This design comes from an exercise in tuning for small area on the open sky130 flow, not from production work. RTL that was checked went through simulation tests only; none was proved equivalent to the original. Only the layout flow was run in runs 2 to 4; the RTL was not checked for function there. Power and IR drop assume default switching activity.

**flow/flow/run.sh**
```bash
#!/bin/bash
# Layout flow: the standard ORFS flow (standard.sh, its synthesis unchanged),
# with two changes:
#  - clock tree synthesis without dummy loads (clkbuf_8 leaves, clusters of
#    at most 18 sinks within 55 um);
#  - port buffers use the smallest buffer, buf_1.
# All of make's output goes to flow_make.log in this folder; ORFS writes each
# step's log under orfs/logs/.
set -euo pipefail
bash standard.sh \
  "CTS_ARGS=-sink_clustering_enable -repair_clock_nets -dont_use_dummy_load -buf_list sky130_fd_sc_hd__clkbuf_8 -sink_clustering_size 18 -sink_clustering_max_diameter 55" \
  "BUFFER_PORTS_ARGS=-buffer_cell sky130_fd_sc_hd__buf_1" \
  finish > flow_make.log 2>&1
```
**flow/standard.sh**
```bash
#!/bin/bash
# synth_recipe.tcl (not shown) runs the flow's synth.tcl, then flattens the netlist and writes it again
# the make line also repeats each setting of config.mk as NAME=value (left out here)
make -C /OpenROAD-flow-scripts/flow DESIGN_CONFIG=/design/flow/config.mk WORK_HOME=/design/flow/orfs CLKGATE_MAP_FILE= SYNTH_SCRIPT=/design/flow/synth_recipe.tcl "${@:-finish}"
```
**flow/config.mk**
```make
export PLATFORM = sky130hd
export DESIGN_NAME = data_mem_responder
export DESIGN_NICKNAME = data_mem_responder
export VERILOG_FILES = /design/flow/design.v
export SDC_FILE = /design/flow/constraint.sdc
export NUM_CORES = 4
export LEC_CHECK = 0
export ABC_CLOCK_PERIOD_IN_PS = 100000
export CAP_MARGIN = 20
export CORE_MARGIN = 2
export CORE_UTILIZATION = 70
export CTS_BUF_LIST = sky130_fd_sc_hd__clkbuf_8
export CTS_CLUSTER_DIAMETER = 50
export CTS_CLUSTER_SIZE = 16
export GPL_TIMING_DRIVEN = 0
export PLACE_DENSITY = 0.8
export SETUP_SLACK_MARGIN = 0.3
export SLEW_MARGIN = 20
export SYNTH_HIERARCHICAL = 1
```
**flow/constraint.sdc**
```tcl
create_clock -name core_clock -period 4.0 [get_ports {clk}]
set_input_delay 0.8000 -clock core_clock [delete_from_list [all_inputs] [get_ports {clk}]]
set_output_delay 0.8000 -clock core_clock [all_outputs]
set_load 0.01 [all_outputs]
```
**flow/design.v**
```verilog
package mem_bus_pkg;
    localparam int WORD_BYTES = 2;
    localparam int WORDS      = 128;
endpackage
module data_mem_responder #(
    parameter int ADDR_W      = 8,
    parameter int DATA_W      = 16,
    parameter int WAIT_STATES = 1
) (
    input  logic              clk,
    input  logic              rst_n,
    input  logic              mem_req,
    input  logic              mem_we,
    input  logic [ADDR_W-1:0] mem_addr,
    input  logic [DATA_W-1:0] mem_in,
    output logic [DATA_W-1:0] mem_out,
    output logic              mem_ready,
    input  logic              ld_clear,
    input  logic              ld_valid,
    input  logic [7:0]        ld_byte,
    output logic              ld_ready
);
    localparam int WADDR_W = ADDR_W - 1;
    localparam int WORDS   = 2**WADDR_W;
    localparam int HW      = DATA_W / 2;
    logic                rdw_q, wrw_q, rsp_q;
    logic                idle;
    logic [ADDR_W-1:0]   ld_ptr_q;
    logic [DATA_W-1:0]   mem_out_q;
    logic [7:0]          rd_lo_q, rd_lo_d;
    logic [15:0]         rd_hi_q, rd_hi_d;
    logic                bus_rd, bus_wr, ld_wr;
    logic [1:0]          wr_be;
    logic [WADDR_W-1:0]  wr_addr;
    logic [DATA_W-1:0]   wr_data;
    logic [WORDS-1:0][DATA_W-1:0] mem_q;
    logic [1:0][7:0]              wr_lo_n;
    logic [15:0]                  wr_hi_n;
    logic [WORDS-1:0][1:0]        wr_en, wr_en_n;
    logic [WORDS-1:0][DATA_W-1:0] mem_d;
    logic [WORDS-1:0]             rd_sel_n;
    logic [DATA_W-1:0][WORDS-1:0] rd_bits;
    logic [DATA_W-1:0]            rd_word;
    assign idle     = ~(rdw_q | wrw_q | rsp_q);
    assign ld_ready = idle & ~mem_req & ~ld_clear;
    assign bus_rd  = idle & mem_req & ~mem_we;
    assign bus_wr  = idle & mem_req & mem_we;
    assign ld_wr   = ld_ready & ld_valid;
    assign wr_be   = {bus_wr | (ld_wr & ld_ptr_q[0]), bus_wr | (ld_wr & ~ld_ptr_q[0])};
    assign wr_addr = mem_req ? mem_addr[ADDR_W-1:1] : ld_ptr_q[ADDR_W-1:1];
    assign wr_data = mem_req ? mem_in : {2{ld_byte}};
    always_ff @(posedge clk or negedge rst_n) begin
        if (!rst_n) begin
            rdw_q <= 1'b0;
            wrw_q <= 1'b0;
            rsp_q <= 1'b0;
        end else begin
            rdw_q <= bus_rd;
            wrw_q <= bus_wr;
            rsp_q <= rdw_q | wrw_q;
        end
    end
    always_ff @(posedge clk or negedge rst_n) begin
        if (!rst_n) begin
            ld_ptr_q <= '0;
        end else if (ld_clear) begin
            ld_ptr_q <= '0;
        end else if (ld_wr) begin
            ld_ptr_q <= ld_ptr_q + 1'b1;
        end
    end
    dmr_dec3en u_rlo (.a(mem_addr[3:1]), .en(bus_rd), .y(rd_lo_d));
    dmr_dec4en u_rhi (.a(mem_addr[7:4]), .en(bus_rd), .y(rd_hi_d));
    always_ff @(posedge clk) begin
        rd_lo_q <= rd_lo_d;
        rd_hi_q <= rd_hi_d;
    end
    dmr_dec3en_n u_wlo0 (.a(wr_addr[2:0]), .en(wr_be[0]), .y_n(wr_lo_n[0]));
    dmr_dec3en_n u_wlo1 (.a(wr_addr[2:0]), .en(wr_be[1]), .y_n(wr_lo_n[1]));
    dmr_dec4n    u_whi  (.a(wr_addr[6:3]), .y_n(wr_hi_n));
    for (genvar w = 0; w < WORDS; w++) begin : g_word
        for (genvar l = 0; l < 2; l++) begin : g_lane
            dmr_nor2 u_we  (.a(wr_lo_n[l][w % 8]), .b(wr_hi_n[w / 8]), .y(wr_en[w][l]));
            dmr_inv  u_wen (.a(wr_en[w][l]), .y(wr_en_n[w][l]));
        end
    end
    for (genvar w = 0; w < WORDS; w++) begin : g_mem
        for (genvar b = 0; b < DATA_W; b++) begin : g_bit
            dmr_hold u_h (.we(wr_en[w][b / HW]), .we_n(wr_en_n[w][b / HW]), .wd(wr_data[b]),
                          .q(mem_q[w][b]), .d(mem_d[w][b]));
        end
    end
    always_ff @(posedge clk) mem_q <= mem_d;
    mem_word_ram #(.AW(WADDR_W)) u_rsel (.lo(rd_lo_q), .hi(rd_hi_q), .sel_n(rd_sel_n));
    for (genvar b = 0; b < DATA_W; b++) begin : g_rbit
        for (genvar w = 0; w < WORDS; w++) begin : g_w
            assign rd_bits[b][w] = mem_q[w][b];
        end
        dmr_rd_bit u_rd (.d(rd_bits[b]), .sel_n(rd_sel_n), .y(rd_word[b]));
    end
    always_ff @(posedge clk or negedge rst_n) begin
        if (!rst_n) begin
            mem_out_q <= '0;
        end else if (rdw_q) begin
            mem_out_q <= rd_word;
        end
    end
    assign mem_out   = mem_out_q;
    assign mem_ready = rsp_q;
endmodule
module mem_word_ram #(
    parameter int AW = 7
) (
    input  logic [7:0]       lo,
    input  logic [15:0]      hi,
    output logic [2**AW-1:0] sel_n
);
    for (genvar w = 0; w < 2**AW; w++) begin : g_sel
        dmr_nand2 u_s (.a(lo[w % 8]), .b(hi[w / 8]), .y(sel_n[w]));
    end
endmodule
module dmr_dec3en (
    input  logic [2:0] a,
    input  logic       en,
    output logic [7:0] y
);
    always_comb for (int i = 0; i < 8; i++) y[i] = en & (a == 3'(i));
endmodule
module dmr_dec4en (
    input  logic [3:0]  a,
    input  logic        en,
    output logic [15:0] y
);
    always_comb for (int i = 0; i < 16; i++) y[i] = en & (a == 4'(i));
endmodule
module dmr_dec3en_n (
    input  logic [2:0] a,
    input  logic       en,
    output logic [7:0] y_n
);
    always_comb for (int i = 0; i < 8; i++) y_n[i] = ~(en & (a == 3'(i)));
endmodule
module dmr_dec4n (
    input  logic [3:0]  a,
    output logic [15:0] y_n
);
    always_comb for (int i = 0; i < 16; i++) y_n[i] = ~(a == 4'(i));
endmodule
module dmr_rd_bit (
    input  logic [127:0] d,
    input  logic [127:0] sel_n,
    output logic         y
);
    logic [63:0] l1;
    logic [15:0] l2;
    logic [7:0]  l3;
    logic [1:0]  l4;
    for (genvar i = 0; i < 64; i++) begin : g_l1
        dmr_o22ai u (.a1(d[2*i]), .a2(sel_n[2*i]), .b1(d[2*i+1]), .b2(sel_n[2*i+1]), .y(l1[i]));
    end
    for (genvar i = 0; i < 16; i++) begin : g_l2
        dmr_or4 u (.a(l1[4*i +: 4]), .y(l2[i]));
    end
    for (genvar i = 0; i < 8; i++) begin : g_l3
        dmr_nor2 u (.a(l2[2*i]), .b(l2[2*i+1]), .y(l3[i]));
    end
    for (genvar i = 0; i < 2; i++) begin : g_l4
        dmr_nand4 u (.a(l3[4*i +: 4]), .y(l4[i]));
    end
    dmr_nor2 u_l5 (.a(l4[0]), .b(l4[1]), .y(y));
endmodule
module dmr_hold (
    input  logic we, we_n, wd, q,
    output logic d
);
    assign d = (we & wd) | (we_n & q);
endmodule
module dmr_inv (
    input  logic a,
    output logic y
);
    assign y = ~a;
endmodule
module dmr_o22ai (
    input  logic a1, a2, b1, b2,
    output logic y
);
    assign y = ~((a1 | a2) & (b1 | b2));
endmodule
module dmr_or4 (
    input  logic [3:0] a,
    output logic       y
);
    assign y = |a;
endmodule
module dmr_nand4 (
    input  logic [3:0] a,
    output logic       y
);
    assign y = ~&a;
endmodule
module dmr_nand2 (
    input  logic a, b,
    output logic y
);
    assign y = ~(a & b);
endmodule
module dmr_nor2 (
    input  logic a, b,
    output logic y
);
    assign y = ~(a | b);
endmodule
```
==> results.sh, run 1 <==
export IMPL_finalMaxSlewViolations=0
export IMPL_numCtsBuffers=146
export IMPL_drt_iter0_markers=8566
export IMPL_relSlewSlack=0.262
export IMPL_yosysMostFrequentCell="dfxtp_1"
export IMPL_crit_fanout=16
export IMPL_grt_max_degree=89
export IMPL_holdWs_ns=0.251
export IMPL_clock_latency_ns=0.92
export IMPL_antenna_found_initial=17
export IMPL_ys_top_cells_by_count="2072 x dfxtp_1, 2048 x a22o_1, 1024 x o22ai_1"
export IMPL_dieArea_um2=107000
export IMPL_ir_drop_mv=0.368
export IMPL_clk_pin_slew_ns=0.11
export IMPL_power_density_nw_per_um2=429
export IMPL_drive_gt1_frac=0.0504
export IMPL_cts_path_max_buffers=3
export IMPL_synth_seq_cells=2099
export IMPL_totalWireLength_um=240000
export IMPL_fmax_mhz=267
export IMPL_yosysTopAreaCellShare=0.569
export IMPL_yosysTopAreaCell="dfxtp_1"
export IMPL_vias_per_cell=7.64
export IMPL_hold_viol_final=0
export IMPL_p_leak_nw=31.8
export IMPL_synthArstFlopShare=0.0129
export IMPL_fin_tns_setup_ns=0
export IMPL_arrival_ns=4.58
export IMPL_numClockSinks=2099
export IMPL_finalNonFillerCells=8096
export IMPL_die_width_um=327
export IMPL_skew_ns=0.0611
export IMPL_routedWlPerCell_um=29.6
export IMPL_synthToLayoutAreaGrowth_pct=7.91
export IMPL_top_layer="met5"
export IMPL_dp_cells=7927
export IMPL_start_util=0.705
export IMPL_cts_tree="built"
export IMPL_place_ws_ns=-1.55
export IMPL_grt_pass1_vias=58500
export IMPL_ctsHtreeMaxLevel=4
export IMPL_setup_violations_final=0
export IMPL_met2_length_um=100000
export IMPL_rsz0062_at_grt="false"
export IMPL_yosys_warnings=11
export IMPL_crit_required_ns=4.83
export IMPL_hpwl_um=156000
export IMPL_syn_area_per_cell_um2=11.3
export IMPL_syn_area_um2=72900
export IMPL_core_area_um2=103000
export IMPL_rows=118
export IMPL_root_buffer="clkbuf_8"
export IMPL_tightest_slew_ns=1.10
export IMPL_worst_setup_path_start_kind="flop"
export IMPL_synth_main_ff_cell="dfxtp_1"
export IMPL_firstDrtPassIters=9
export IMPL_worstSetupPathType="reg -> reg"
export IMPL_synth_cells=6430
export IMPL_route_met3_wl_um=30100
export IMPL_hold_class="in -> reg"
export IMPL_io_pins=56
export IMPL_period_share=0.937
export IMPL_drc_errors=0
export IMPL_cp_end_kind="flop"
export IMPL_grt_pass1_wl_um=357000
export IMPL_outcome="no timing/DRC/antenna violations"
export IMPL_synthTopCellsByArea="dfxtp_1 57%, a22o_1 25%, o22ai_1 8.8%"
export IMPL_period_needed_ns=3.75
export IMPL_fill_cells=7075
export IMPL_grtUsageTotal=0.432
export IMPL_syn_nets=6469
export IMPL_maxCapViolCount=0
export IMPL_io_buffers=54
export IMPL_fin_ws_ns=0.251
export IMPL_grt_overflow=0
export IMPL_wl_met1_um=90200
export IMPL_seq_area_frac_synth=0.578
export IMPL_postRouteAntennaNets=0
export IMPL_routabilityCongestion=0.957
export IMPL_synth_cell_types=39
export IMPL_vias=61800
export IMPL_fin_nets=6751
export IMPL_fp_dieH_um=327
export IMPL_synth_edff_count=0
## modules after synthesis, one instance, submodules excluded, a selection
module | copies in the design | area (um2)
dmr_dec3en_n | 2 | 76.3
dmr_dec4n | 1 | 186
dmr_hold | 2048 | 8.76
dmr_inv | 256 | 3.75
dmr_nand2 | 128 | 3.75
dmr_o22ai | 1024 | 6.26
dmr_or4 | 256 | 7.51
## kinds of logic after synthesis
group / after synthesis / synth area share
AO/OA/AOI/OAI: 3082 / 0.335
adder cells (fa/ha/maj): 1 / 0.000172
buffers and inverters: 270 / 0.0142
flip-flops: 2099 / 0.578
multiplexers: 26 / 0.00402
AND/OR/NAND/NOR: 952 / 0.0685
## area by class of cell
cell class	count	area, um2	area share
repair buffers	134	1520	0.0194
clock buffers	146	2010	0.0255
multi-input cells	4061	30200	0.384
plain buffers	12	70.1	0.000891
flip-flops and latches	2099	42200	0.536
diodes	6	15.0	0.000191
well taps	1380	1730	0.0220
inverters	258	968	0.0123
## worst max-delay path: stages (launching register included)
cell,delay (ns)
dfxtp_2,0.50
buf_16,0.25
nand2_1,0.48
o22ai_1,0.27
or4_1,0.58
nor2_1,0.45
nand4_1,0.57
nor2_1,0.35
mux2_2,0.19
## metal layers
| layer | track usage | vias up |
|---|---|---|
| met2 | 0.624 | 4110 |
| met1 | 0.560 | 29900 |
| met3 | 0.124 | 1016 |
| met4 | 0.301 | 12 |
| met5 | 0 | - |
| li1 | - | 26800 |
## path summary, 6_finish.rpt
check	startpoint	to	slack, ns	depth (start not counted)
min in group asynchronous	rst_n	mem_out_q[3]$_DFFE_PN0P_	0.26	2
worst max-delay path	rd_lo_q[7]$_DFF_P_	mem_out_q[10]$_DFFE_PN0P_	0.25	8
worst min register to register	mem_q[884]$_DFF_P_	mem_q[884]$_DFF_P_	0.48	1
worst max register to register	rd_lo_q[7]$_DFF_P_	mem_out_q[10]$_DFFE_PN0P_	0.25	8
max in group asynchronous	rst_n	ld_ptr_q[4]$_DFFE_PN0P_	3.29	3
worst min-delay path	mem_we	rdw_q$_DFF_PN0_	0.25	2
## through the flow
step                instance area (um2)   util  power [mW]
finish                            78700  0.761        33.8
global route                      78600  0.761        34.7
CTS                               78600  0.760        33.7
detailed placement                76400  0.739        24.5
global placement                  74900  0.724        24.3
floorplan                         72900      -        23.6
## timing repair
item                                   in CTS  in global routing
endpoints found under the hold margin      27                  0
cloned                                      0                  0
setup buffers                              15                  1
resized for setup                          16                 22
hold buffers                                1                  0
setup endpoints to repair                1836               1041
pin swaps                                   7                  2
## report_power, final
part / total, mW / internal [mW] / switching, mW
Clock: 9.63 / 3.29 / 6.34
Sequential: 22.2 / 21.7 / 0.498
Combinational: 1.95 / 0.727 / 1.22
Total: 33.8 / 25.7 / 8.06
## layout by cell type (no fill, tap or decap), drive strengths merged
cell type	count
nor4	2
inv	258
nor3	7
a22o	2048
nand4bb	12
nand3	6
nor2	416
and4b	3
dfrtp	27
dlygate4sd3	1
ha	1
o21ai	3
nor3b	2
nor4b	1
mux2	26
or3b	1
diode	6
nand4	37
nor2b	4
a21oi	4
or4b	6
nand4b	11
buf	136
o22ai	1024
nand2	165
o31ai	3
dfxtp	2072
and4	1
nand2b	11
and4bb	3
or4	259
or3	2
or2	1
clkbuf	155
nand3b	2
## state kept, by name, indices dropped and copies added, names as in the netlist
signal and count:
rsp_q 1, ld_ptr_q 8, mem_out_q 16, wrw_q 1, rdw_q 1, mem_q 2048
rd_hi_q 16, rd_lo_q 8
==> inputs of run 2 (changes only) <==
--- a/flow/design.v
+++ b/flow/design.v
@@ -36,4 +36,4 @@
     logic [WORDS-1:0][DATA_W-1:0] mem_q;
-    logic [1:0][7:0]              wr_lo_n;
-    logic [15:0]                  wr_hi_n;
+    logic [7:0]                   wr_lo_n;
+    logic [1:0][15:0]             wr_hi_n;
     logic [WORDS-1:0][1:0]        wr_en, wr_en_n;
@@ -77,8 +77,8 @@
     end
-    dmr_dec3en_n u_wlo0 (.a(wr_addr[2:0]), .en(wr_be[0]), .y_n(wr_lo_n[0]));
-    dmr_dec3en_n u_wlo1 (.a(wr_addr[2:0]), .en(wr_be[1]), .y_n(wr_lo_n[1]));
-    dmr_dec4n    u_whi  (.a(wr_addr[6:3]), .y_n(wr_hi_n));
+    dmr_dec3n    u_wlo  (.a(wr_addr[2:0]), .y_n(wr_lo_n));
+    dmr_dec4en_n u_whi0 (.a(wr_addr[6:3]), .en(wr_be[0]), .y_n(wr_hi_n[0]));
+    dmr_dec4en_n u_whi1 (.a(wr_addr[6:3]), .en(wr_be[1]), .y_n(wr_hi_n[1]));
     for (genvar w = 0; w < WORDS; w++) begin : g_word
         for (genvar l = 0; l < 2; l++) begin : g_lane
-            dmr_nor2 u_we  (.a(wr_lo_n[l][w % 8]), .b(wr_hi_n[w / 8]), .y(wr_en[w][l]));
+            dmr_nor2 u_we  (.a(wr_lo_n[w % 8]), .b(wr_hi_n[l][w / 8]), .y(wr_en[w][l]));
             dmr_inv  u_wen (.a(wr_en[w][l]), .y(wr_en_n[w][l]));
@@ -135,14 +135,14 @@
 endmodule
-module dmr_dec3en_n (
+module dmr_dec3n (
     input  logic [2:0] a,
-    input  logic       en,
     output logic [7:0] y_n
 );
-    always_comb for (int i = 0; i < 8; i++) y_n[i] = ~(en & (a == 3'(i)));
-endmodule
-module dmr_dec4n (
+    always_comb for (int i = 0; i < 8; i++) y_n[i] = ~(a == 3'(i));
+endmodule
+module dmr_dec4en_n (
     input  logic [3:0]  a,
+    input  logic        en,
     output logic [15:0] y_n
 );
-    always_comb for (int i = 0; i < 16; i++) y_n[i] = ~(a == 4'(i));
+    always_comb for (int i = 0; i < 16; i++) y_n[i] = ~(en & (a == 4'(i)));
 endmodule
==> run 2 against run 1 <==
Against the previous run:
- non-clock buffer count down 29
- still clean on timing, DRC and antenna
- register-to-register slack got worse by 0.099 ns
- global-route usage rose by 0.23 points
- cell count is 0.11% lower
- sequential power barely moved
- highest routed layer unchanged
- first-iteration DRC count is 0.92% higher
- count of clock-buffer cells in the layout decreased by 1
- clock skew fell by 0.014 ns
- synthesized cell count is 0.28% higher
==> results.sh, run 2 <==
export IMPL_yosysTopAreaCell="dfxtp_1"
export IMPL_routabilityCongestion=0.963
export IMPL_crit_required_ns=4.76
export IMPL_vias=62400
export IMPL_synth_cell_types=40
export IMPL_yosys_warnings=11
export IMPL_tightest_slew_ns=1.12
export IMPL_outcome="no timing/DRC/antenna violations"
export IMPL_critPathSlowestCell="nor2_1"
export IMPL_numClockSinks=2099
export IMPL_relSlewSlack=0.245
export IMPL_root_buffer="clkbuf_8"
export IMPL_syn_area_um2=72900
export IMPL_fp_dieH_um=327
export IMPL_setup_violations_final=0
export IMPL_yosysMostFrequentCell="dfxtp_1"
export IMPL_postRouteAntennaNets=0
export IMPL_worstSetupPathType="reg -> reg"
export IMPL_rsz0062_at_grt="true"
export IMPL_core_area_um2=103000
export IMPL_grt_overflow=0
export IMPL_syn_area_per_cell_um2=11.3
export IMPL_vias_per_cell=7.71
export IMPL_path_buf_inv=2
export IMPL_dp_cells=7927
export IMPL_synth_top_family_by_area="compound AO/OA/AOI/OAI gates"
export IMPL_synth_xor_area_frac=0
export IMPL_numCtsBuffers=145
export IMPL_io_pins=56
export IMPL_hpwl_um=156000
export IMPL_synth_cells=6448
export IMPL_crit_fanout=10
export IMPL_antenna_found_initial=6
export IMPL_hold_viol_final=0
export IMPL_synth_simple_area_share=0.0684
export IMPL_rows=118
export IMPL_power_density_nw_per_um2=430
export IMPL_placed_cell_area_um2=76100
export IMPL_synth_seq_cells=2099
export IMPL_firstDrtPassIters=6
export IMPL_period_needed_ns=3.85
export IMPL_cp_end_kind="flop"
export IMPL_design_area_um2=78700
export IMPL_routedWlPerCell_um=30.0
export IMPL_ir_drop_mv=0.408
export IMPL_regMostFlops="mem_q"
export IMPL_drc_errors=0
export IMPL_synth_compound_area_frac=0.335
export IMPL_seq_area_frac_synth=0.579
export IMPL_drt_iter0_markers=8645
export IMPL_drive_gt1_frac=0.0654
export IMPL_dieArea_um2=107000
export IMPL_synthArstFlopShare=0.0129
export IMPL_skew_ns=0.0474
export IMPL_finalMaxSlewViolations=0
export IMPL_syn_nets=6487
export IMPL_grt_pass1_wl_um=359000
export IMPL_hold_class="in -> reg"
export IMPL_finalNonFillerCells=8087
export IMPL_clk_pin_slew_ns=0.09
export IMPL_grtUsageTotal=0.434
export IMPL_multi_input_area_um2=30500
export IMPL_die_width_um=327
export IMPL_grt_max_degree=82
export IMPL_holdWs_ns=0.311
export IMPL_fin_util=0.761
export IMPL_clock_latency_ns=0.89
export IMPL_synthToLayoutAreaGrowth_pct=8.00
export IMPL_totalWireLength_um=243000
export IMPL_yosysTopAreaCellShare=0.569
export IMPL_ctsHtreeMaxLevel=4
export IMPL_total_power_mw=33.9
export IMPL_arrival_ns=4.61
export IMPL_crit_family="simple AND/OR/NAND/NOR gates"
export IMPL_reg_top3="mem_q: 2048 flops, mem_out_q: 16 flops, rd_hi_q: 16 flops"
export IMPL_largest_reg_flops=2048
export IMPL_p_leak_nw=31.7
export IMPL_synth_main_ff_cell="dfxtp_1"
export IMPL_io_buffers=54
export IMPL_maxCapViolCount=0
export IMPL_period_share=0.962
export IMPL_cpPeakStageDelay_ns=0.63
export IMPL_crit_chain="buf_6 -> nor3_1 -> nand3_1 -> nand2_1 -> and3b_1 -> nand2_1 -> nor2_1 -> inv_1 -> a22o_1"
export IMPL_fin_nets=6743
export IMPL_cts_tree="built"
export IMPL_timing_critical_path_mode_cell="nand2_1"
export IMPL_grt_pass1_vias=57900
export IMPL_yosys_area_share_adder=0.000172
export IMPL_regArea_um2=42200
export IMPL_worst_setup_path_start_kind="flop"
export IMPL_start_util=0.705
export IMPL_ys_top_cells_by_count="2072 x dfxtp_1, 2048 x a22o_1, 1024 x o22ai_1"
export IMPL_mostFrequentLayoutCell="dfxtp_1"
export IMPL_fmax_mhz=260
export IMPL_synth_edff_count=0
export IMPL_fill_cells=7068
export IMPL_cts_path_max_buffers=3
export IMPL_synth_mux_area_frac=0.00402
export IMPL_synthTopCellsByArea="dfxtp_1 57%, a22o_1 25%, o22ai_1 8.8%"
export IMPL_mostFrequentLayoutCells="2064 x dfxtp_1, 2048 x a22o_1, 1024 x o22ai_1"
-- run 2: changes by cell type after synthesis, sizes merged, moves of 4 or more --
cell     delta
nand4b     -10
nand4bb    -12
and3b       +4
and2b       +4
nand2      +24
or4b        -6
nand3       +9
-- run 2: Yosys stat by module (local to each module, per instance), excerpt --
module              copies in the design  cells inside
dmr_dec4en_n                           2            23
data_mem_responder                     1          2219
dmr_dec3n                              1             8
dmr_inv                              256             1
dmr_nand2                            128             1
dmr_or4                              256             1
dmr_o22ai                           1024             1
dmr_hold                            2048             1
dmr_dec4en                             1            23
dmr_nor2                             400             1
dmr_dec3en                             1             8
dmr_nand4                             32             1
-- run 2: power breakdown --
group	internal (mW)	total, mW	switching [mW]
clock	3.27	9.60	6.34
sequential	21.7	22.2	0.515
combinational	0.733	2.05	1.31
total	25.7	33.9	8.16
-- run 2: cell type report --
class,count,area share
antenna,5,0.000159
buffer,8,0.000588
clock buffer,145,0.0254
inverter,258,0.0123
multi-input combinational,4083,0.387
sequential,2099,0.536
tap,1380,0.0219
timing repair buffer,109,0.0166
-- run 2: path summary, 6_finish.rpt --
check | start | to | slack [ns] | cells after the start
hold reg to reg | mem_q[243]$_DFF_P_ | mem_q[243]$_DFF_P_ | 0.48 | 1
hold / removal | mem_we | wrw_q$_DFF_PN0_ | 0.31 | 3
min in group asynchronous | rst_n | ld_ptr_q[2]$_DFFE_PN0P_ | 0.32 | 2
setup reg to reg | rdw_q$_DFF_PN0_ | mem_q[1242]$_DFF_P_ | 0.15 | 9
setup / recovery | rdw_q$_DFF_PN0_ | mem_q[1242]$_DFF_P_ | 0.15 | 9
max in group asynchronous | rst_n | mem_out_q[13]$_DFFE_PN0P_ | 3.22 | 3
-- run 2: logic make-up (layout without fill, tap and decap cells) --
family,count (synthesis),after routing
DFF,2099,2099
adders and majority gates,1,1
and+or+nand+nor,974,974
other,0,5
muxes,26,26
AOI/OAI and AO/OA,3082,3082
buffers and inverters,266,520
-- run 2: what timing repair did --
| action | CTS | global route |
|---|---|---|
| pin swaps | 2 | 1 |
| setup endpoints to repair | 1577 | 1951 |
| hold buffers | 1 | 0 |
| buffers inserted | 7 | 2 |
| gates resized for setup | 48 | 130 |
| endpoints found under the hold margin | 27 | 0 |
-- run 2: stage by stage --
step | setup TNS [ns] | worst slack, ns
floorplan | 0 | 0.585
global placement | -5012.00 | -3.40
detailed placement | -1093.01 | -1.32
CTS | 0 | 0.132
global route | 0 | 0.0769
finish | 0 | 0.152
-- run 2: layer usage --
metal,track usage,wire length [um]
met1,0.603,94400
met2,0.599,98900
met3,0.119,32800
met4,0.271,16500
met5,0.00311,72
-- run 2: worst register-to-register path, stage by stage (launching register included) --
cell,delay [ns]
dfrtp_1,0.40
buf_6,0.16
nor3_1,0.47
nand3_1,0.23
nand2_1,0.22
and3b_1,0.55
nand2_1,0.49
nor2_1,0.63
inv_1,0.29
a22o_1,0.27
==> inputs of run 3 (changes only) <==
--- a/flow/design.v
+++ b/flow/design.v
@@ -29,11 +29,15 @@
     logic [DATA_W-1:0]   mem_out_q;
-    logic [7:0]          rd_lo_q, rd_lo_d;
-    logic [15:0]         rd_hi_q, rd_hi_d;
-    logic                bus_rd, bus_wr, ld_wr;
-    logic [1:0]          wr_be;
-    logic [WADDR_W-1:0]  wr_addr;
+    logic [7:0]          acc_lo_q, acc_lo_d;
+    logic [15:0]         acc_hi_q, acc_hi_d;
+    logic [DATA_W-1:0]   bus_data_q;
+    logic [7:0]          ld_byte_q;
+    logic [ADDR_W-1:0]   ld_addr_q;
+    logic                ld_pend_q;
+    logic                bus_acc, ld_wr;
     logic [DATA_W-1:0]   wr_data;
+    logic [7:0]          ld_lo;
+    logic [15:0]         ld_hi;
     logic [WORDS-1:0][DATA_W-1:0] mem_q;
-    logic [7:0]                   wr_lo_n;
-    logic [1:0][15:0]             wr_hi_n;
+    logic [1:0][7:0]              wr_lo_n;
+    logic [15:0]                  wr_hi_n;
     logic [WORDS-1:0][1:0]        wr_en, wr_en_n;
@@ -45,8 +49,4 @@
     assign ld_ready = idle & ~mem_req & ~ld_clear;
-    assign bus_rd  = idle & mem_req & ~mem_we;
-    assign bus_wr  = idle & mem_req & mem_we;
+    assign bus_acc = idle & mem_req;
     assign ld_wr   = ld_ready & ld_valid;
-    assign wr_be   = {bus_wr | (ld_wr & ld_ptr_q[0]), bus_wr | (ld_wr & ~ld_ptr_q[0])};
-    assign wr_addr = mem_req ? mem_addr[ADDR_W-1:1] : ld_ptr_q[ADDR_W-1:1];
-    assign wr_data = mem_req ? mem_in : {2{ld_byte}};
     always_ff @(posedge clk or negedge rst_n) begin
@@ -57,4 +57,4 @@
         end else begin
-            rdw_q <= bus_rd;
-            wrw_q <= bus_wr;
+            rdw_q <= bus_acc & ~mem_we;
+            wrw_q <= bus_acc & mem_we;
             rsp_q <= rdw_q | wrw_q;
@@ -71,14 +71,27 @@
     end
-    dmr_dec3en u_rlo (.a(mem_addr[3:1]), .en(bus_rd), .y(rd_lo_d));
-    dmr_dec4en u_rhi (.a(mem_addr[7:4]), .en(bus_rd), .y(rd_hi_d));
+    dmr_dec3en u_alo (.a(mem_addr[3:1]), .en(bus_acc), .y(acc_lo_d));
+    dmr_dec4en u_ahi (.a(mem_addr[7:4]), .en(bus_acc), .y(acc_hi_d));
     always_ff @(posedge clk) begin
-        rd_lo_q <= rd_lo_d;
-        rd_hi_q <= rd_hi_d;
-    end
-    dmr_dec3n    u_wlo  (.a(wr_addr[2:0]), .y_n(wr_lo_n));
-    dmr_dec4en_n u_whi0 (.a(wr_addr[6:3]), .en(wr_be[0]), .y_n(wr_hi_n[0]));
-    dmr_dec4en_n u_whi1 (.a(wr_addr[6:3]), .en(wr_be[1]), .y_n(wr_hi_n[1]));
+        acc_lo_q   <= acc_lo_d;
+        acc_hi_q   <= acc_hi_d;
+        bus_data_q <= mem_in;
+        ld_byte_q  <= ld_byte;
+        ld_addr_q  <= ld_ptr_q;
+        ld_pend_q  <= ld_wr;
+    end
+    dmr_dec3 u_llo (.a(ld_addr_q[3:1]), .y(ld_lo));
+    dmr_dec4 u_lhi (.a(ld_addr_q[7:4]), .y(ld_hi));
+    always_comb begin
+        for (int k = 0; k < 8; k++) begin
+            wr_lo_n[0][k] = ~((wrw_q & acc_lo_q[k]) | (ld_pend_q & ~ld_addr_q[0] & ld_lo[k]));
+            wr_lo_n[1][k] = ~((wrw_q & acc_lo_q[k]) | (ld_pend_q &  ld_addr_q[0] & ld_lo[k]));
+        end
+        for (int j = 0; j < 16; j++) begin
+            wr_hi_n[j] = ~(acc_hi_q[j] | (ld_pend_q & ld_hi[j]));
+        end
+    end
+    assign wr_data = wrw_q ? bus_data_q : {2{ld_byte_q}};
     for (genvar w = 0; w < WORDS; w++) begin : g_word
         for (genvar l = 0; l < 2; l++) begin : g_lane
-            dmr_nor2 u_we  (.a(wr_lo_n[w % 8]), .b(wr_hi_n[l][w / 8]), .y(wr_en[w][l]));
+            dmr_nor2 u_we  (.a(wr_lo_n[l][w % 8]), .b(wr_hi_n[w / 8]), .y(wr_en[w][l]));
             dmr_inv  u_wen (.a(wr_en[w][l]), .y(wr_en_n[w][l]));
@@ -93,3 +106,3 @@
     always_ff @(posedge clk) mem_q <= mem_d;
-    mem_word_ram #(.AW(WADDR_W)) u_rsel (.lo(rd_lo_q), .hi(rd_hi_q), .sel_n(rd_sel_n));
+    mem_word_ram #(.AW(WADDR_W)) u_rsel (.lo(acc_lo_q), .hi(acc_hi_q), .sel_n(rd_sel_n));
     for (genvar b = 0; b < DATA_W; b++) begin : g_rbit
@@ -135,14 +148,26 @@
 endmodule
-module dmr_dec3n (
+module dmr_dec3 (
     input  logic [2:0] a,
+    output logic [7:0] y
+);
+    always_comb for (int i = 0; i < 8; i++) y[i] = (a == 3'(i));
+endmodule
+module dmr_dec4 (
+    input  logic [3:0]  a,
+    output logic [15:0] y
+);
+    always_comb for (int i = 0; i < 16; i++) y[i] = (a == 4'(i));
+endmodule
+module dmr_dec3en_n (
+    input  logic [2:0] a,
+    input  logic       en,
     output logic [7:0] y_n
 );
-    always_comb for (int i = 0; i < 8; i++) y_n[i] = ~(a == 3'(i));
-endmodule
-module dmr_dec4en_n (
+    always_comb for (int i = 0; i < 8; i++) y_n[i] = ~(en & (a == 3'(i)));
+endmodule
+module dmr_dec4n (
     input  logic [3:0]  a,
-    input  logic        en,
     output logic [15:0] y_n
 );
-    always_comb for (int i = 0; i < 16; i++) y_n[i] = ~(en & (a == 4'(i)));
+    always_comb for (int i = 0; i < 16; i++) y_n[i] = ~(a == 4'(i));
 endmodule
--- a/flow/config.mk
+++ b/flow/config.mk
@@ -16,3 +16,3 @@
 export PLACE_DENSITY = 0.8
-export SETUP_SLACK_MARGIN = 0.3
+export SETUP_SLACK_MARGIN = 0.15
 export SLEW_MARGIN = 20
==> run 3 against run 2 <==
Against the previous run:
- still clean
- wire length shrank 0.93%
- total power shrank 2.1%
- register-to-register slack lost 0.11 ns
- combinational power shrank 9%
- sequential power shrank 2%
- non-clock buffer count grew 84
- cell area grew 1.6%
- worst setup slack lost 0.11 ns
- count of clock-buffer cells in the layout shrank 2
- first-iteration DRC count shrank 5.2%
- maximum frequency shrank 2.7%
- largest cell class unchanged
==> results.sh, run 3 <==
export IMPL_cts_path_max_buffers=3
export IMPL_worst_setup_path_start_kind="flop"
export IMPL_ys_top_cells_by_count="2105 x dfxtp_1, 2048 x a22o_1, 1024 x o22ai_1"
export IMPL_holdPathStages=2
export IMPL_routedWlPerCell_um=29.3
export IMPL_synthArstFlopShare=0.0127
export IMPL_yosys_warnings=11
export IMPL_largest_reg_flops=2048
export IMPL_power_density_nw_per_um2=415
export IMPL_clock_latency_ns=0.90
export IMPL_multi_input_area_um2=30100
export IMPL_fin_ws_ns=0.0440
export IMPL_syn_area_per_cell_um2=11.4
export IMPL_hold_class="in -> reg"
export IMPL_fin_nets=6848
export IMPL_root_buffer="clkbuf_8"
export IMPL_synth_seq_cells=2132
export IMPL_crit_required_ns=4.80
export IMPL_drive_gt1_frac=0.0516
export IMPL_p_leak_nw=32.2
export IMPL_timing_critical_path_mode_cell="nor2_1"
export IMPL_endpoint="mem_out_q[14]$_DFFE_PN0P_"
export IMPL_placed_cell_area_um2=77700
export IMPL_drt_iter0_markers=8196
export IMPL_grt_max_degree=57
export IMPL_fp_dieH_um=328
export IMPL_drc_errors=0
export IMPL_skew_ns=0.0496
export IMPL_hpwl_um=164000
export IMPL_cts_tree="built"
export IMPL_total_power_mw=33.2
export IMPL_fill_cells=7003
export IMPL_path_buf_inv=1
export IMPL_rsz0062_at_grt="false"
export IMPL_worstReg2RegEnd="mem_out_q[14]$_DFFE_PN0P_"
export IMPL_numCtsBuffers=143
export IMPL_ctsHtreeMaxLevel=4
export IMPL_dieArea_um2=108000
export IMPL_tightest_slew_ns=1.15
export IMPL_io_buffers=54
export IMPL_worstRegToRegCells=8
export IMPL_grt_pass1_vias=59100
export IMPL_yosysTopAreaCell="dfxtp_1"
export IMPL_synth_cell_types=43
export IMPL_relSlewSlack=0.235
export IMPL_vias=62600
export IMPL_die_width_um=328
export IMPL_mostFrequentLayoutCells="2097 x dfxtp_1, 2048 x a22o_1, 1024 x o22ai_1"
export IMPL_syn_nets=6520
export IMPL_synth_edff_count=0
export IMPL_cp_end_kind="flop"
export IMPL_syn_area_um2=73700
export IMPL_hold_viol_final=0
export IMPL_clk_pin_slew_ns=0.12
export IMPL_crit_family="simple AND/OR/NAND/NOR gates"
export IMPL_core_area_um2=104000
export IMPL_cpPeakStageDelay_ns=0.66
export IMPL_cp_num_cells=8
export IMPL_mostFrequentLayoutCell="dfxtp_1"
export IMPL_yosysTopAreaCellShare=0.572
export IMPL_routabilityCongestion=0.935
export IMPL_firstDrtPassIters=8
export IMPL_vias_per_cell=7.64
export IMPL_synthToLayoutAreaGrowth_pct=8.57
export IMPL_startpoint="acc_lo_q[7]$_DFF_P_"
export IMPL_period_needed_ns=3.96
export IMPL_regMostFlops="mem_q"
export IMPL_grtUsageTotal=0.429
export IMPL_start_util=0.709
export IMPL_synthTopCellsByArea="dfxtp_1 57%, a22o_1 24%, o22ai_1 8.7%"
export IMPL_regArea_um2=42800
export IMPL_grt_pass1_wl_um=358000
export IMPL_yosysMostFrequentCell="dfxtp_1"
export IMPL_crit_chain="buf_16 -> nand2_1 -> o22ai_1 -> or4_1 -> nor2_1 -> nand4_1 -> nor2_1 -> mux2_2"
export IMPL_fin_tns_setup_ns=0
export IMPL_numClockSinks=2132
export IMPL_rrSetupSlack_ns=0.04
export IMPL_synth_main_ff_cell="dfxtp_1"
export IMPL_maxCapViolCount=0
export IMPL_outcome="no timing/DRC/antenna violations"
export IMPL_rows=118
export IMPL_finalMaxSlewViolations=0
export IMPL_antenna_found_initial=14
export IMPL_seq_area_frac_synth=0.581
export IMPL_crit_fanout=16
export IMPL_synth_cells=6481
export IMPL_postRouteAntennaNets=0
export IMPL_arrival_ns=4.76
export IMPL_io_pins=56
export IMPL_totalWireLength_um=240000
export IMPL_r2r_start="acc_lo_q[7]$_DFF_P_"
export IMPL_design_area_um2=80000
export IMPL_critPathSlowestCell="nand4_1"
export IMPL_fmax_mhz=253
export IMPL_grt_overflow=0
export IMPL_place_ws_ns=0.429
export IMPL_period_share=0.989
export IMPL_setup_violations_final=0
export IMPL_worstSetupPathType="reg -> reg"
export IMPL_holdWs_ns=0.135
export IMPL_ir_drop_mv=0.435
-- run 3: changes by cell type after synthesis, moves of 7 or more --
cell,before,now
nand2_1,189,165
nand3_1,15,3
dfxtp_1,2072,2105
a22oi_1,0,16
mux2_2,24,17
a21oi_1,4,23
-- run 3: cell type report --
cell class | instances | area share
sequential | 2132 | 0.536
multi-input combinational | 4074 | 0.376
timing repair buffer | 183 | 0.0288
clock buffer | 143 | 0.0246
tap | 1380 | 0.0216
inverter | 257 | 0.0121
buffer | 18 | 0.00136
antenna | 10 | 0.000313
-- run 3: timing repair --
action                                 4_1_cts  5_1_grt
resized for setup                            0        0
hold buffers                                25        0
endpoints found under the hold margin       51        0
buffers inserted                             0        0
-- run 3: kinds of logic after synthesis --
| logic type | count (synthesis) | share of synthesized area |
|---|---|---|
| AOI/OAI and AO/OA | 3118 | 0.334 |
| DFF | 2132 | 0.581 |
| and+or+nand+nor | 938 | 0.0671 |
| buffers and inverters | 275 | 0.0146 |
| muxes | 17 | 0.00260 |
| adders and majority gates | 1 | 0.000170 |
-- run 3: metrics by stage --
stage / instances / utilization
finish: 8197 / 0.769
global route: 8193 / 0.769
CTS: 8187 / 0.769
detailed placement: 8019 / 0.748
global placement: 7915 / 0.727
floorplan: 6481 / -
-- run 3: where the power goes --
group	total [mW]	internal, mW	switching, mW
registers	21.7	21.5	0.190
logic	1.87	0.516	1.35
clock network	9.63	3.23	6.41
total	33.2	25.2	7.95
-- run 3: worst min path at each step --
stage | from | to | slack, ns
after floorplan | ld_ptr_q[7]$_DFFE_PN0P_ | ld_addr_q[7]$_DFF_P_ | 0.36
after global placement | ld_ptr_q[7]$_DFFE_PN0P_ | ld_addr_q[7]$_DFF_P_ | 0.38
after detailed placement | ld_ptr_q[7]$_DFFE_PN0P_ | ld_addr_q[7]$_DFF_P_ | 0.38
after CTS | mem_we | rdw_q$_DFF_PN0_ | 0.08
after global routing | mem_we | rdw_q$_DFF_PN0_ | 0.13
final | mem_we | rdw_q$_DFF_PN0_ | 0.13
-- run 3: worst register-to-register path, cell delays in order (launching register included) --
cell and delay (ns):
dfxtp_2 0.52, buf_16 0.27, nand2_1 0.52, o22ai_1 0.24
or4_1 0.57, nor2_1 0.56, nand4_1 0.66, nor2_1 0.36
mux2_2 0.19
-- run 3: per-module statistics from Yosys, one instance, submodules excluded, a selection --
module | copies in the design | flops+latches | cell area [um2]
data_mem_responder | 1 | 2132 | 43700
dmr_dec3 | 1 | 0 | 65.1
dmr_dec3en | 1 | 0 | 96.3
dmr_dec4 | 1 | 0 | 277
dmr_dec4en | 1 | 0 | 118
dmr_hold | 2048 | 0 | 8.76
dmr_nand2 | 128 | 0 | 3.75
dmr_nor2 | 400 | 0 | 3.75
dmr_or4 | 256 | 0 | 7.51
-- run 3: metal layers --
metal,global-route usage,vias up,routed length (um)
li1,-,27000,-
met1,0.566,30400,91200
met2,0.624,4084,100000
met3,0.101,1000,28900
met4,0.300,12,19700
met5,0,-,76
==> inputs of run 4 (changes only) <==
--- a/flow/config.mk
+++ b/flow/config.mk
@@ -16,3 +16,3 @@
 export PLACE_DENSITY = 0.8
-export SETUP_SLACK_MARGIN = 0.15
+export SETUP_SLACK_MARGIN = 0.3
 export SLEW_MARGIN = 20
==> run 4 against run 3 <==
Against the previous run:
- clock power barely moved
- core utilization about the same
- via count grew 0.14%
- critical path type unchanged
- cell count about the same
- still clean
==> results.sh, run 4 <==
export IMPL_io_buffers=54
export IMPL_postRouteAntennaNets=0
export IMPL_synthArstFlopShare=0.0127
export IMPL_design_area_um2=80000
export IMPL_hold_class="in -> reg"
export IMPL_hold_viol_final=0
export IMPL_finalNonFillerCells=8196
export IMPL_post_cts_setup_buffers=0
export IMPL_mostFrequentLayoutCells="2097 x dfxtp_1, 2048 x a22o_1, 1024 x o22ai_1"
export IMPL_crit_family="simple AND/OR/NAND/NOR gates"
export IMPL_hpwl_um=164000
export IMPL_totalWireLength_um=240000
export IMPL_critPathSlowestCell="or4_1"
export IMPL_synth_seq_cells=2132
export IMPL_ys_top_cells_by_count="2105 x dfxtp_1, 2048 x a22o_1, 1024 x o22ai_1"
export IMPL_grt_pass1_wl_um=358000
export IMPL_synth_cell_types=43
export IMPL_finalMaxSlewViolations=0
export IMPL_grtUsageMet1=0.566
export IMPL_period_needed_ns=3.92
export IMPL_grt_pass1_vias=59100
export IMPL_synth_main_ff_cell="dfxtp_1"
export IMPL_fin_nets=6848
export IMPL_numClockSinks=2132
export IMPL_cts_tree="built"
export IMPL_holdWs_ns=0.132
export IMPL_use_met3=0.101
export IMPL_p_leak_nw=32.2
export IMPL_rows=118
export IMPL_fin_tns_setup_ns=0
export IMPL_grtUsageTotal=0.429
export IMPL_crit_chain="buf_16 -> nand2_1 -> o22ai_1 -> or4_1 -> nor2_1 -> nand4_1 -> nor2_1 -> mux2_2"
export IMPL_ctsHtreeMaxLevel=4
export IMPL_crit_fanout=16
export IMPL_tightest_slew_ns=1.02
export IMPL_syn_nets=6520
export IMPL_core_area_um2=104000
export IMPL_start_util=0.709
export IMPL_setup_violations_final=0
export IMPL_ir_drop_mv=0.438
export IMPL_synthTopCellsByArea="dfxtp_1 57%, a22o_1 24%, o22ai_1 8.7%"
export IMPL_relSlewSlack=0.319
export IMPL_seq_area_frac_synth=0.581
export IMPL_grt_overflow=0
export IMPL_root_buffer="clkbuf_8"
export IMPL_yosysTopAreaCellShare=0.572
export IMPL_fmax_mhz=255
export IMPL_maxCapViolCount=0
export IMPL_yosysMostFrequentCell="dfxtp_1"
export IMPL_crit_required_ns=4.82
export IMPL_drc_errors=0
export IMPL_worstSetupPathType="reg -> reg"
export IMPL_routedWlPerCell_um=29.3
export IMPL_die_width_um=328
export IMPL_clock_latency_ns=0.90
export IMPL_path_buf_inv=1
export IMPL_rsz0062_at_grt="false"
export IMPL_yosys_warnings=11
export IMPL_skew_ns=0.0522
export IMPL_firstDrtPassIters=8
export IMPL_regMostFlops="mem_q"
export IMPL_vias=62700
export IMPL_numCtsBuffers=143
export IMPL_antenna_found_initial=14
export IMPL_cpPeakStageDelay_ns=0.64
export IMPL_syn_area_per_cell_um2=11.4
export IMPL_drt_iter0_markers=8389
export IMPL_placed_cell_area_um2=77700
export IMPL_worst_setup_path_start_kind="flop"
export IMPL_cp_end_kind="flop"
export IMPL_synthToLayoutAreaGrowth_pct=8.58
export IMPL_largest_reg_flops=2048
export IMPL_fp_dieH_um=328
export IMPL_grt_busiest_layer="met2"
export IMPL_routabilityCongestion=0.935
export IMPL_syn_area_um2=73700
export IMPL_io_pins=56
export IMPL_synth_cells=6481
export IMPL_arrival_ns=4.74
export IMPL_synth_edff_count=0
export IMPL_power_density_nw_per_um2=415
export IMPL_grt_use_met2=0.624
export IMPL_outcome="no timing/DRC/antenna violations"
export IMPL_vias_per_cell=7.65
export IMPL_dieArea_um2=108000
export IMPL_drive_gt1_frac=0.0523
export IMPL_timing_critical_path_mode_cell="nor2_1"
export IMPL_dp_cells=8019
export IMPL_cts_path_max_buffers=3
export IMPL_period_share=0.979
export IMPL_clk_pin_slew_ns=0.12
export IMPL_grt_max_degree=57
export IMPL_mostFrequentLayoutCell="dfxtp_1"
export IMPL_yosysTopAreaCell="dfxtp_1"
run 4: changes by cell type in the layout (fill, tap and decap cells not counted), sizes merged:
cell,before,now
diode,10,9
run 4: worst register-to-register path, delay by kind of cell, from the launching register on:
family,cells,cell delay (ns)
compound gates,1,0.19
buf+inv,1,0.28
flops,1,0.52
mux,1,0.24
simple gates,5,2.63
run 4: power breakdown:
group          switching [mW]  leakage (nW)  internal (mW)
clock                    6.43          1.03           3.23
combinational            1.35          13.9          0.516
sequential              0.190          17.3           21.5
run 4: cell families (layout without fill, tap and decap cells):
| family | count (synthesis) | in the layout | synth area share |
|---|---|---|---|
| buffers and inverters | 275 | 601 | 0.0146 |
| AO/OA/AOI/OAI | 3118 | 3118 | 0.334 |
| other | 0 | 9 | 0 |
| flip-flops | 2132 | 2132 | 0.581 |
| AND/OR/NAND/NOR | 938 | 938 | 0.0671 |
| adder cells (fa/ha/maj) | 1 | 1 | 0.000170 |
| multiplexers | 17 | 17 | 0.00260 |
run 4: layout make-up:
type                            instances  area, um2
Sequential cell                      2132      42800
Multi-Input combinational cell       4074      30100
Fill cell                            7004      24000
Timing Repair Buffer                  183       2300
Clock buffer                          143       1970
Tap cell                             1380       1730
Inverter                              257        965
Buffer                                 18        110
Antenna cell                            9       22.5
run 4: path summary, 6_finish.rpt:
check	startpoint	endpoint	slack [ns]	cells past startpoint
setup reg to reg	acc_lo_q[6]$_DFF_P_	mem_out_q[5]$_DFFE_PN0P_	0.08	8
min in group asynchronous	rst_n	mem_out_q[6]$_DFFE_PN0P_	0.28	2
max in group asynchronous	rst_n	ld_ptr_q[2]$_DFFE_PN0P_	3.27	3
setup / recovery	acc_lo_q[6]$_DFF_P_	mem_out_q[5]$_DFFE_PN0P_	0.08	8
hold reg to reg	ld_ptr_q[7]$_DFFE_PN0P_	ld_addr_q[7]$_DFF_P_	0.39	0
hold / removal	mem_we	rdw_q$_DFF_PN0_	0.13	2
run 4: what timing repair did:
action | in CTS | in global routing
endpoints found under the setup margin | 0 | 44
hold buffers | 25 | 0
resized for setup | 0 | 7
hold endpoints to repair | 51 | 0
run 4: stage by stage:
step	total power, mW	util	setup slack (ns)
2_1_floorplan	22.9	-	0.803
3_5_place_dp	23.9	0.748	0.429
4_1_cts	33.1	0.769	0.427
3_3_place_gp	23.6	0.727	-2.38
5_1_grt	33.9	0.769	0.306
6_report	33.2	0.769	0.0844
run 4: per-module statistics from Yosys (local to each module, per instance), excerpt:
module / flip-flops and latches / cell area (um2)
data_mem_responder: 2132 / 43700
dmr_dec3en: 0 / 96.3
dmr_dec4: 0 / 277
dmr_dec4en: 0 / 118
dmr_hold: 0 / 8.76
dmr_nand2: 0 / 3.75
dmr_nor2: 0 / 3.75
dmr_o22ai: 0 / 6.26
dmr_or4: 0 / 7.51
run 4: per-layer routing:
layer / share of wire / vias up
met5: 0.00032 / -
met4: 0.081 / 12
met3: 0.12 / 969
met2: 0.42 / 4194
met1: 0.38 / 30500
li1: - / 27000

## re-timing with driven ports
In the flow no input, the clock included, has a driving cell. The finished layouts below were timed again as built, in two steps. Step 1 sets driving cells, clkbuf_16 on the clock port and buf_2 on the other inputs (assumed; they add their load-dependent delay and slew). Step 2 also shifts input and output timing later by t, the mid clock arrival at the registers, as if the neighbouring blocks saw the same clock. Three values: ideal, step 1, step 2; two values: the first two.
run	t (ns)	slack for setup (ns)	worst setup path after step 2	worst slew at a driven data input, ns	pins driven straight from the clock port
run 1	0.969	0.251 / 0.246 / -0.723	input to register	0.18	1
run 2	0.940	0.152 / 0.152 / -0.560	input to register	0.07	1
run 3	0.953	0.044 / 0.044 / 0.044	register to register	0.17	1
run 4	0.949	0.084 / 0.084 / 0.084	register to register	0.18	1
With both steps, setup timing fails in run 1 and run 2, where it was met with ideal ports. The setup slack of run 1, which loses most, moves by -0.005 ns with the drivers and by -0.974 ns with both steps.
